What follows belongs to an exercise in optimizing a design on an open flow for small area, a short achievable clock period and few clock cycles per item; a production flow would make more cautious choices.
Where RTL was checked, it was by simulation tests only, not by an equivalence proof against the original.

==> trial 44: inputs <==
==> flow/design.v (excerpt) <==
module epoch_seconds_to_civil_date_top (
	input  logic                                clk,
	input  logic                                arst_n,
	input  logic                                in_valid,
	output logic                                in_ready,
	input  logic signed [e2cd_pkg::SECS_W-1:0]  unix_seconds,
	output logic                                out_valid,
	input  logic                                out_ready,
	output logic signed [e2cd_pkg::YEAR_W-1:0]  year,
	output logic [e2cd_pkg::MONTH_W-1:0]        month,
	output logic [e2cd_pkg::DOM_W-1:0]          day_of_month,
	output logic [e2cd_pkg::WDAY_W-1:0]         weekday
);
make LEC_CHECK=0 CAP_MARGIN=20 CORE_MARGIN=2 CORE_UTILIZATION=55 SETUP_SLACK_MARGIN=3.0 SLEW_MARGIN=20 finish   # period 8.5 ns
run.sh (not shown) runs the stock make flow with config.mk's settings and CLKGATE_MAP_FILE= SYNTH_SCRIPT=/design/flow/synth_recipe.tcl, a recipe that flattens the netlist after the stock synthesis.
==> trial 67: changes against trial 44 <==
Settings changed: CORE_UTILIZATION 55 to 35.
==> comparison <==
Trial 44 finished with timing, DRC and antenna clean. Trial 67 passed the timing, design-rule and antenna checks. Between trial 44 and trial 67, the lower die area is in trial 44 (gap 36%, measured against trial 67). In sequential cell count, trial 67 and trial 44 do not differ. Of trial 67 and trial 44, trial 67 has the higher worst setup slack (gap 0.089 ns). Of trial 44 and trial 67, trial 67 has the higher non-clock buffer count (gap 9). Between trial 44 and trial 67, the lower global-route usage is in trial 67 (gap 9.4 points). In synthesized area, trial 67 and trial 44 do not differ.
No run of this note included a check of the RTL's function; only the layout flow was run.


==> job 2582: inputs <==
Another version of the RTL of epoch_seconds_to_civil_date_top (not shown whole).
## epoch_seconds_to_civil_date_top
module epoch_seconds_to_civil_date_top (
	input  logic                                clk,
	input  logic                                arst_n,
	input  logic                                in_valid,
	output logic                                in_ready,
	input  logic signed [e2cd_pkg::SECS_W-1:0]  unix_seconds,
	output logic                                out_valid,
	input  logic                                out_ready,
	output logic signed [e2cd_pkg::YEAR_W-1:0]  year,
	output logic [e2cd_pkg::MONTH_W-1:0]        month,
	output logic [e2cd_pkg::DOM_W-1:0]          day_of_month,
	output logic [e2cd_pkg::WDAY_W-1:0]         weekday
);
	localparam int NV = 6;    
	logic          adv;
	logic [NV-1:0] vld_q;
	logic          ov_q;
	logic [35:0]   out_q;
	assign adv = !ov_q || out_ready;
	assign in_ready = adv;
	logic [40:0] s_0;
	always_ff @(posedge clk) begin
		if (adv) begin
			s_0 <= unix_seconds[47:7];
		end
	end
	logic [14:0] q0_1;
	logic [27:0] ulo_1;
	logic ep_w1;
	logic ep_w2;
	logic ep_w3;
	logic ep_w4;
	logic ep_w5;
	logic ep_w6;
	logic ep_w7;
	logic ep_w8;
	logic ep_w9;
	logic ep_w10;
	logic ep_w11;
	logic ep_w12;
	logic ep_w13;
	logic ep_w14;
	logic ep_w15;
	logic ep_w16;
	logic ep_w17;
	logic ep_w18;
	logic ep_w19;
	logic ep_w20;
	logic ep_w21;
	logic ep_w22;
	logic ep_w23;
	logic ep_w24;
	logic ep_w25;
	logic ep_w26;
  ...
==> flow/config.mk <==
export PLATFORM = sky130hd
export DESIGN_NAME = epoch_seconds_to_civil_date_top
export DESIGN_NICKNAME = epoch_seconds_to_civil_date_top
export VERILOG_FILES = /design/flow/design.v
export SDC_FILE = /design/flow/constraint.sdc
export NUM_CORES = 4
export LEC_CHECK = 0
export ABC_AREA = 1
export CAP_MARGIN = 20
export CORE_MARGIN = 2
export CORE_UTILIZATION = 45
export SETUP_SLACK_MARGIN = 4.0
export SLEW_MARGIN = 20
==> flow/constraint.sdc <==
create_clock -name core_clock -period 8.5 [get_ports {clk}]
set_input_delay 1.7000 -clock core_clock [delete_from_list [all_inputs] [get_ports {clk}]]
set_output_delay 1.7000 -clock core_clock [all_outputs]
set_load 0.01 [all_outputs]
==> job 1833 (differences from job 2582) <==
--- a/flow/design.v
+++ b/flow/design.v
@@ -15,15 +15,15 @@
 	output logic                                out_valid,
 	input  logic                                out_ready,
 	output logic signed [e2cd_pkg::YEAR_W-1:0]  year,
 	output logic [e2cd_pkg::MONTH_W-1:0]        month,
 	output logic [e2cd_pkg::DOM_W-1:0]          day_of_month,
 	output logic [e2cd_pkg::WDAY_W-1:0]         weekday
 );
-	localparam int NV = 6;    
+	localparam int NV = 5;    
 	logic          adv;
 	logic [NV-1:0] vld_q;
 	logic          ov_q;
 	logic [35:0]   out_q;
 	assign adv = !ov_q || out_ready;
 	assign in_ready = adv;
 	logic [40:0] s_0;
@@ -2303,75 +2303,74 @@
 	logic [9:0] ny_sum;
 	assign ny_a = {ny_w42, ny_w40, ny_w38, ny_w36, ny_w34, ny_w32, ny_w30, ny_w28, ncl_4[0]} ^ 9'd4;
 	assign ny_b = {ny_w43, ny_w41, ny_w39, ny_w37, ny_w35, ny_w33, ny_w31, ny_w29, ny_w27} ^ 9'd2;
 	assign ny_sum = 10'(ny_a) + 10'(ny_b);
 	logic [8:0] ny;
 	assign ny = ny_sum[8:0];
 	logic [3:0] mp;
+	logic [8:0] mstart;
+	logic       jf;
 	always_comb begin
 		mp = '0;
-		if (ny >= 9'd31)  mp = 4'd1;
-		if (ny >= 9'd61)  mp = 4'd2;
-		if (ny >= 9'd92)  mp = 4'd3;
-		if (ny >= 9'd122) mp = 4'd4;
-		if (ny >= 9'd153) mp = 4'd5;
-		if (ny >= 9'd184) mp = 4'd6;
-		if (ny >= 9'd214) mp = 4'd7;
-		if (ny >= 9'd245) mp = 4'd8;
-		if (ny >= 9'd275) mp = 4'd9;
-		if (ny >= 9'd306) mp = 4'd10;
-		if (ny >= 9'd337) mp = 4'd11;
+		mstart = '0;
+		if (ny >= 9'd31)  begin mp = 4'd1;  mstart = 9'd31;  end
+		if (ny >= 9'd61)  begin mp = 4'd2;  mstart = 9'd61;  end
+		if (ny >= 9'd92)  begin mp = 4'd3;  mstart = 9'd92;  end
+		if (ny >= 9'd122) begin mp = 4'd4;  mstart = 9'd122; end
+		if (ny >= 9'd153) begin mp = 4'd5;  mstart = 9'd153; end
+		if (ny >= 9'd184) begin mp = 4'd6;  mstart = 9'd184; end
+		if (ny >= 9'd214) begin mp = 4'd7;  mstart = 9'd214; end
+		if (ny >= 9'd245) begin mp = 4'd8;  mstart = 9'd245; end
+		if (ny >= 9'd275) begin mp = 4'd9;  mstart = 9'd275; end
+		if (ny >= 9'd306) begin mp = 4'd10; mstart = 9'd306; end
+		if (ny >= 9'd337) begin mp = 4'd11; mstart = 9'd337; end
 	end
+	assign jf = (ny >= 9'd306);
+	logic yr_w1;
+	logic yr_w2;
+	logic yr_w3;
+	logic yr_w4;
+	logic yr_w5;
+	logic yr_w6;
+	logic yr_w7;
+	logic yr_w8;
+	logic yr_w9;
+	logic yr_w10;
+	logic yr_w11;
+	logic yr_w12;
+	logic yr_w13;
+	logic yr_w14;
+	assign yr_w1 = yhi_4[0] ^ yc_4[0];
+	assign yr_w2 = yhi_4[0] & yc_4[0];
+	assign yr_w3 = yhi_4[1] ^ yc_4[1];
+	assign yr_w4 = yhi_4[1] & yc_4[1];
+	assign yr_w5 = yhi_4[2] ^ yc_4[2];
+	assign yr_w6 = yhi_4[2] & yc_4[2];
+	assign yr_w7 = yhi_4[3] ^ yc_4[3];
+	assign yr_w8 = yhi_4[3] & yc_4[3];
+	assign yr_w9 = yhi_4[4] ^ yc_4[4];
+	assign yr_w10 = yhi_4[4] & yc_4[4];
+	assign yr_w11 = yhi_4[5] ^ yc_4[5];
+	assign yr_w12 = yhi_4[5] & yc_4[5];
+	assign yr_w13 = yhi_4[6] ^ yc_4[6];
+	assign yr_w14 = yhi_4[6] & yc_4[6];
 	logic [23:0] yr_a;
 	logic [23:0] yr_b;
 	logic [24:0] yr_sum;
-	assign yr_a = {yhi_4[23], yhi_4[22], yhi_4[21], yhi_4[20], yhi_4[19], yhi_4[18], yhi_4[17], yhi_4[16], yhi_4[15], yhi_4[14], yhi_4[13], yhi_4[12], yhi_4[11], yhi_4[10], yhi_4[9], yhi_4[8], yhi_4[7], yhi_4[6], yhi_4[5], yhi_4[4], yhi_4[3], yhi_4[2], yhi_4[1], yhi_4[0]} ^ 24'd0;
-	assign yr_b = {1'b0, 1'b0, 1'b0, 1'b0, 1'b0, 1'b0, 1'b0, 1'b0, 1'b0, 1'b0, 1'b0, 1'b0, 1'b0, 1'b0, 1'b0, 1'b0, 1'b0, yc_4[6], yc_4[5], yc_4[4], yc_4[3], yc_4[2], yc_4[1], yc_4[0]} ^ 24'd0;
+	assign yr_a = {yhi_4[23], yhi_4[22], yhi_4[21], yhi_4[20], yhi_4[19], yhi_4[18], yhi_4[17], yhi_4[16], yhi_4[15], yhi_4[14], yhi_4[13], yhi_4[12], yhi_4[11], yhi_4[10], yhi_4[9], yhi_4[8], yhi_4[7], yr_w12, yr_w10, yr_w8, yr_w6, yr_w4, yr_w2, jf} ^ 24'd0;
+	assign yr_b = {1'b0, 1'b0, 1'b0, 1'b0, 1'b0, 1'b0, 1'b0, 1'b0, 1'b0, 1'b0, 1'b0, 1'b0, 1'b0, 1'b0, 1'b0, 1'b0, yr_w14, yr_w13, yr_w11, yr_w9, yr_w7, yr_w5, yr_w3, yr_w1} ^ 24'd0;
 	assign yr_sum = 25'(yr_a) + 25'(yr_b);
-	logic [23:0] ys;
-	assign ys = yr_sum[23:0];
-	logic [8:0]  ny_5;
-	logic [3:0]  mp_5;
-	logic [23:0] ys_5;
-	logic [2:0]  wd_5;
-	always_ff @(posedge clk) begin
-		if (adv) begin
-			ny_5 <= ny;
-			mp_5 <= mp;
-			ys_5 <= ys;
-			wd_5 <= wd_4;
-		end
-	end
-	logic [8:0]  mstart;
-	logic        jf;
-	logic [23:0] y6;
-	logic [3:0]  m6;
-	logic [4:0]  d6;
+	logic [23:0] y5;
+	assign y5 = yr_sum[23:0];
+	logic [3:0]  m5;
+	logic [4:0]  d5;
 	logic [35:0] res5;
-	always_comb begin
-		case (mp_5)
-			4'd1:    mstart = 9'd31;
-			4'd2:    mstart = 9'd61;
-			4'd3:    mstart = 9'd92;
-			4'd4:    mstart = 9'd122;
-			4'd5:    mstart = 9'd153;
-			4'd6:    mstart = 9'd184;
-			4'd7:    mstart = 9'd214;
-			4'd8:    mstart = 9'd245;
-			4'd9:    mstart = 9'd275;
-			4'd10:   mstart = 9'd306;
-			4'd11:   mstart = 9'd337;
-			default: mstart = 9'd0;
-		endcase
-	end
-	assign jf   = (mp_5 >= 4'd10);
-	assign y6   = ys_5 + 24'(jf);
-	assign m6   = jf ? 4'(mp_5 - 4'd9) : 4'(mp_5 + 4'd3);
-	assign d6   = 5'(ny_5 - mstart + 9'd1);
-	assign res5 = {y6, m6, d6, wd_5};
+	assign m5   = jf ? 4'(mp - 4'd9) : 4'(mp + 4'd3);
+	assign d5   = 5'(ny - mstart + 9'd1);
+	assign res5 = {y5, m5, d5, wd_4};
 	always_ff @(posedge clk or negedge arst_n) begin
 		if (!arst_n) begin
 			vld_q <= '0;
 			ov_q  <= 1'b0;
 		end else if (adv) begin
 			vld_q <= {vld_q[NV-2:0], in_valid};
 			ov_q  <= vld_q[NV-1];
CORE_UTILIZATION = 55   (was 45)
SETUP_SLACK_MARGIN = 3.6   (was 4.0)
==> job 146 (differences from job 2582) <==
--- a/flow/design.v
+++ b/flow/design.v
@@ -15,20 +15,22 @@
 	output logic                                out_valid,
 	input  logic                                out_ready,
 	output logic signed [e2cd_pkg::YEAR_W-1:0]  year,
 	output logic [e2cd_pkg::MONTH_W-1:0]        month,
 	output logic [e2cd_pkg::DOM_W-1:0]          day_of_month,
 	output logic [e2cd_pkg::WDAY_W-1:0]         weekday
 );
-	localparam int NV = 6;    
+	localparam int NV = 5;    
 	logic          adv;
 	logic [NV-1:0] vld_q;
 	logic          ov_q;
 	logic [35:0]   out_q;
-	assign adv = !ov_q || out_ready;
+	logic kv_q;
+	logic [35:0] skid_q;
+	assign adv = !kv_q;
 	assign in_ready = adv;
 	logic [40:0] s_0;
 	always_ff @(posedge clk) begin
 		if (adv) begin
 			s_0 <= unix_seconds[47:7];
 		end
 	end
@@ -2303,86 +2305,111 @@
 	logic [9:0] ny_sum;
 	assign ny_a = {ny_w42, ny_w40, ny_w38, ny_w36, ny_w34, ny_w32, ny_w30, ny_w28, ncl_4[0]} ^ 9'd4;
 	assign ny_b = {ny_w43, ny_w41, ny_w39, ny_w37, ny_w35, ny_w33, ny_w31, ny_w29, ny_w27} ^ 9'd2;
 	assign ny_sum = 10'(ny_a) + 10'(ny_b);
 	logic [8:0] ny;
 	assign ny = ny_sum[8:0];
 	logic [3:0] mp;
+	logic [8:0] mstart;
+	logic       jf;
 	always_comb begin
 		mp = '0;
-		if (ny >= 9'd31)  mp = 4'd1;
-		if (ny >= 9'd61)  mp = 4'd2;
-		if (ny >= 9'd92)  mp = 4'd3;
-		if (ny >= 9'd122) mp = 4'd4;
-		if (ny >= 9'd153) mp = 4'd5;
-		if (ny >= 9'd184) mp = 4'd6;
-		if (ny >= 9'd214) mp = 4'd7;
-		if (ny >= 9'd245) mp = 4'd8;
-		if (ny >= 9'd275) mp = 4'd9;
-		if (ny >= 9'd306) mp = 4'd10;
-		if (ny >= 9'd337) mp = 4'd11;
+		mstart = '0;
+		if (ny >= 9'd31)  begin mp = 4'd1;  mstart = 9'd31;  end
+		if (ny >= 9'd61)  begin mp = 4'd2;  mstart = 9'd61;  end
+		if (ny >= 9'd92)  begin mp = 4'd3;  mstart = 9'd92;  end
+		if (ny >= 9'd122) begin mp = 4'd4;  mstart = 9'd122; end
+		if (ny >= 9'd153) begin mp = 4'd5;  mstart = 9'd153; end
+		if (ny >= 9'd184) begin mp = 4'd6;  mstart = 9'd184; end
+		if (ny >= 9'd214) begin mp = 4'd7;  mstart = 9'd214; end
+		if (ny >= 9'd245) begin mp = 4'd8;  mstart = 9'd245; end
+		if (ny >= 9'd275) begin mp = 4'd9;  mstart = 9'd275; end
+		if (ny >= 9'd306) begin mp = 4'd10; mstart = 9'd306; end
+		if (ny >= 9'd337) begin mp = 4'd11; mstart = 9'd337; end
 	end
+	assign jf = (ny >= 9'd306);
+	logic yr_w1;
+	logic yr_w2;
+	logic yr_w3;
+	logic yr_w4;
+	logic yr_w5;
+	logic yr_w6;
+	logic yr_w7;
+	logic yr_w8;
+	logic yr_w9;
+	logic yr_w10;
+	logic yr_w11;
+	logic yr_w12;
+	logic yr_w13;
+	logic yr_w14;
+	assign yr_w1 = yhi_4[0] ^ yc_4[0];
+	assign yr_w2 = yhi_4[0] & yc_4[0];
+	assign yr_w3 = yhi_4[1] ^ yc_4[1];
+	assign yr_w4 = yhi_4[1] & yc_4[1];
+	assign yr_w5 = yhi_4[2] ^ yc_4[2];
+	assign yr_w6 = yhi_4[2] & yc_4[2];
+	assign yr_w7 = yhi_4[3] ^ yc_4[3];
+	assign yr_w8 = yhi_4[3] & yc_4[3];
+	assign yr_w9 = yhi_4[4] ^ yc_4[4];
+	assign yr_w10 = yhi_4[4] & yc_4[4];
+	assign yr_w11 = yhi_4[5] ^ yc_4[5];
+	assign yr_w12 = yhi_4[5] & yc_4[5];
+	assign yr_w13 = yhi_4[6] ^ yc_4[6];
+	assign yr_w14 = yhi_4[6] & yc_4[6];
 	logic [23:0] yr_a;
 	logic [23:0] yr_b;
 	logic [24:0] yr_sum;
-	assign yr_a = {yhi_4[23], yhi_4[22], yhi_4[21], yhi_4[20], yhi_4[19], yhi_4[18], yhi_4[17], yhi_4[16], yhi_4[15], yhi_4[14], yhi_4[13], yhi_4[12], yhi_4[11], yhi_4[10], yhi_4[9], yhi_4[8], yhi_4[7], yhi_4[6], yhi_4[5], yhi_4[4], yhi_4[3], yhi_4[2], yhi_4[1], yhi_4[0]} ^ 24'd0;
-	assign yr_b = {1'b0, 1'b0, 1'b0, 1'b0, 1'b0, 1'b0, 1'b0, 1'b0, 1'b0, 1'b0, 1'b0, 1'b0, 1'b0, 1'b0, 1'b0, 1'b0, 1'b0, yc_4[6], yc_4[5], yc_4[4], yc_4[3], yc_4[2], yc_4[1], yc_4[0]} ^ 24'd0;
+	assign yr_a = {yhi_4[23], yhi_4[22], yhi_4[21], yhi_4[20], yhi_4[19], yhi_4[18], yhi_4[17], yhi_4[16], yhi_4[15], yhi_4[14], yhi_4[13], yhi_4[12], yhi_4[11], yhi_4[10], yhi_4[9], yhi_4[8], yhi_4[7], yr_w12, yr_w10, yr_w8, yr_w6, yr_w4, yr_w2, jf} ^ 24'd0;
+	assign yr_b = {1'b0, 1'b0, 1'b0, 1'b0, 1'b0, 1'b0, 1'b0, 1'b0, 1'b0, 1'b0, 1'b0, 1'b0, 1'b0, 1'b0, 1'b0, 1'b0, yr_w14, yr_w13, yr_w11, yr_w9, yr_w7, yr_w5, yr_w3, yr_w1} ^ 24'd0;
 	assign yr_sum = 25'(yr_a) + 25'(yr_b);
-	logic [23:0] ys;
-	assign ys = yr_sum[23:0];
-	logic [8:0]  ny_5;
-	logic [3:0]  mp_5;
-	logic [23:0] ys_5;
-	logic [2:0]  wd_5;
-	always_ff @(posedge clk) begin
-		if (adv) begin
-			ny_5 <= ny;
-			mp_5 <= mp;
-			ys_5 <= ys;
-			wd_5 <= wd_4;
-		end
-	end
-	logic [8:0]  mstart;
-	logic        jf;
-	logic [23:0] y6;
-	logic [3:0]  m6;
-	logic [4:0]  d6;
+	logic [23:0] y5;
+	assign y5 = yr_sum[23:0];
+	logic [3:0]  m5;
+	logic [4:0]  d5;
 	logic [35:0] res5;
-	always_comb begin
-		case (mp_5)
-			4'd1:    mstart = 9'd31;
-			4'd2:    mstart = 9'd61;
-			4'd3:    mstart = 9'd92;
-			4'd4:    mstart = 9'd122;
-			4'd5:    mstart = 9'd153;
-			4'd6:    mstart = 9'd184;
-			4'd7:    mstart = 9'd214;
-			4'd8:    mstart = 9'd245;
-			4'd9:    mstart = 9'd275;
-			4'd10:   mstart = 9'd306;
-			4'd11:   mstart = 9'd337;
-			default: mstart = 9'd0;
-		endcase
-	end
-	assign jf   = (mp_5 >= 4'd10);
-	assign y6   = ys_5 + 24'(jf);
-	assign m6   = jf ? 4'(mp_5 - 4'd9) : 4'(mp_5 + 4'd3);
-	assign d6   = 5'(ny_5 - mstart + 9'd1);
-	assign res5 = {y6, m6, d6, wd_5};
+	assign m5   = jf ? 4'(mp - 4'd9) : 4'(mp + 4'd3);
+	assign d5   = 5'(ny - mstart + 9'd1);
+	assign res5 = {y5, m5, d5, wd_4};
+	logic take;
+	logic arrive;
+	assign take   = ov_q && out_ready;
+	assign arrive = adv && vld_q[NV-1];
 	always_ff @(posedge clk or negedge arst_n) begin
 		if (!arst_n) begin
 			vld_q <= '0;
 			ov_q  <= 1'b0;
-		end else if (adv) begin
-			vld_q <= {vld_q[NV-2:0], in_valid};
-			ov_q  <= vld_q[NV-1];
+			kv_q  <= 1'b0;
+		end else begin
+			if (adv) begin
+				vld_q <= {vld_q[NV-2:0], in_valid};
+			end
+			if (kv_q) begin
+				if (take) begin
+					kv_q <= 1'b0;
+				end
+			end else if (arrive) begin
+				if (ov_q && !out_ready) begin
+					kv_q <= 1'b1;
+				end else begin
+					ov_q <= 1'b1;
+				end
+			end else if (take) begin
+				ov_q <= 1'b0;
+			end
 		end
 	end
 	always_ff @(posedge clk) begin
-		if (adv) begin
+		if (!kv_q && arrive && ov_q && !out_ready) begin
+			skid_q <= res5;
+		end
+		if (kv_q) begin
+			if (take) begin
+				out_q <= skid_q;
+			end
+		end else if (arrive && (!ov_q || out_ready)) begin
 			out_q <= res5;
 		end
 	end
 	assign out_valid    = ov_q;
 	assign year         = out_q[35:12];
 	assign month        = out_q[11:8];
 	assign day_of_month = out_q[7:3];
==> summary of the runs <==
- Job 2582 went through all stages and came out clean. Job 1833 completed without violations. Job 146 produced a clean layout.
- Between job 1833 and job 2582, the lower global-route usage is in job 2582 (gap 3.8 points).
- In job 2582 the sequential share of layout area is higher than in job 1833, by 1.3 points.
- Clock-buffer cell count: job 146 is higher than job 1833 (6).
- Register-to-register slack: job 146 < job 1833 < job 2582.
- Routed wire length: job 1833 < job 2582 < job 146.
- Core utilization: job 2582 < job 146 < job 1833.
- The lowest critical path depth belongs to job 2582, the highest to job 146.
==> figures <==
|  | job 146 | job 2582 | job 1833 |
|---|---|---|---|
| Die X-Extent | 256 um | 258 um | 227 um |
| Launch point of the critical path | yc_4[2] | r_2[20] | yc_4[2] |
| Core area | 63000 um^2 | 64100 um^2 | 49000 um^2 |
| Placed Cells incl. Taps | 3686 | 3773 | 3439 |
| Final period utilization | 61.2% | 53.8% | 56.9% |
| Signal arrival time at the worst endpoint | 5.47 ns | 4.86 ns | 5.18 ns |
| Transition time of the tightest slew-check pin | 1.01 ns | 1.01 ns | 0.963 ns |
| Proportion of register bits with asynchronous set or reset after synthesis | 2.44% | 2.44% | 2.40% |
| Multi-input logic area | 19100 um^2 | 18600 um^2 | 17700 um^2 |
| Rel. slew slack | 32.2% | 32.5% | 35.8% |
| Compound-Gate Fraction of Synth Area | 6.67% | 7.29% | 7.23% |
| Cell area after layout | 35300 um^2 | 33900 um^2 | 31100 um^2 |
| Tightest hold margin | 0.414 ns | 0.409 ns | 0.414 ns |
| Share of final-layout standard cells stronger than drive strength 1 | 19.8% | 11.3% | 9.56% |
| Status | no timing/DRC/antenna violations | no timing/DRC/antenna violations | no timing/DRC/antenna violations |
| Total met2 wirelength after detailed routing | 35200 um | 34200 um | 29400 um |
Testbench counts of job 1833, summed over its fixed seeds: cycles 32,048, items 32,000.
No functional check of the RTL was part of job 2582 and job 146.

-- afterwards: timing with drivers on the ports --
In the flow no input, the clock included, has a driving cell. The finished layouts below were timed again as built, in two steps.
Step 1 sets driving cells, clkbuf_16 on the clock port and buf_2 on the other inputs (assumed; they add their load-dependent delay and slew).
Step 2 adds t to the input delays and takes it off the output delays; t is the mean of the earliest and latest rising clock arrival at the registers after step 1. Input paths then give back, and output paths get back, about the clock's delay inside the block.
a / b / c = no drivers / after step 1 / after step 2; a / b = the first two.
| run | t, ns | setup slack, ns | clock arrival spread, ns |
|---|---|---|---|
| trial 44 | 0.631 | 3.069 / 3.069 / 3.069 | 0.033 / 0.033 |
| trial 67 | 0.641 | 3.158 / 3.158 / 3.158 | 0.020 / 0.020 |
| job 2582 | 0.603 | 3.924 / 3.924 / 3.924 | 0.019 / 0.019 |
| job 1833 | 0.651 | 3.668 / 3.656 / 3.656 | 0.012 / 0.013 |
| job 146 | 0.587 | 3.299 / 3.299 / 3.299 | 0.032 / 0.032 |
After both steps setup and hold are still met in every run listed. The setup slack of job 1833, which loses most, moves by -0.012 ns with the drivers and by -0.012 ns with both steps.
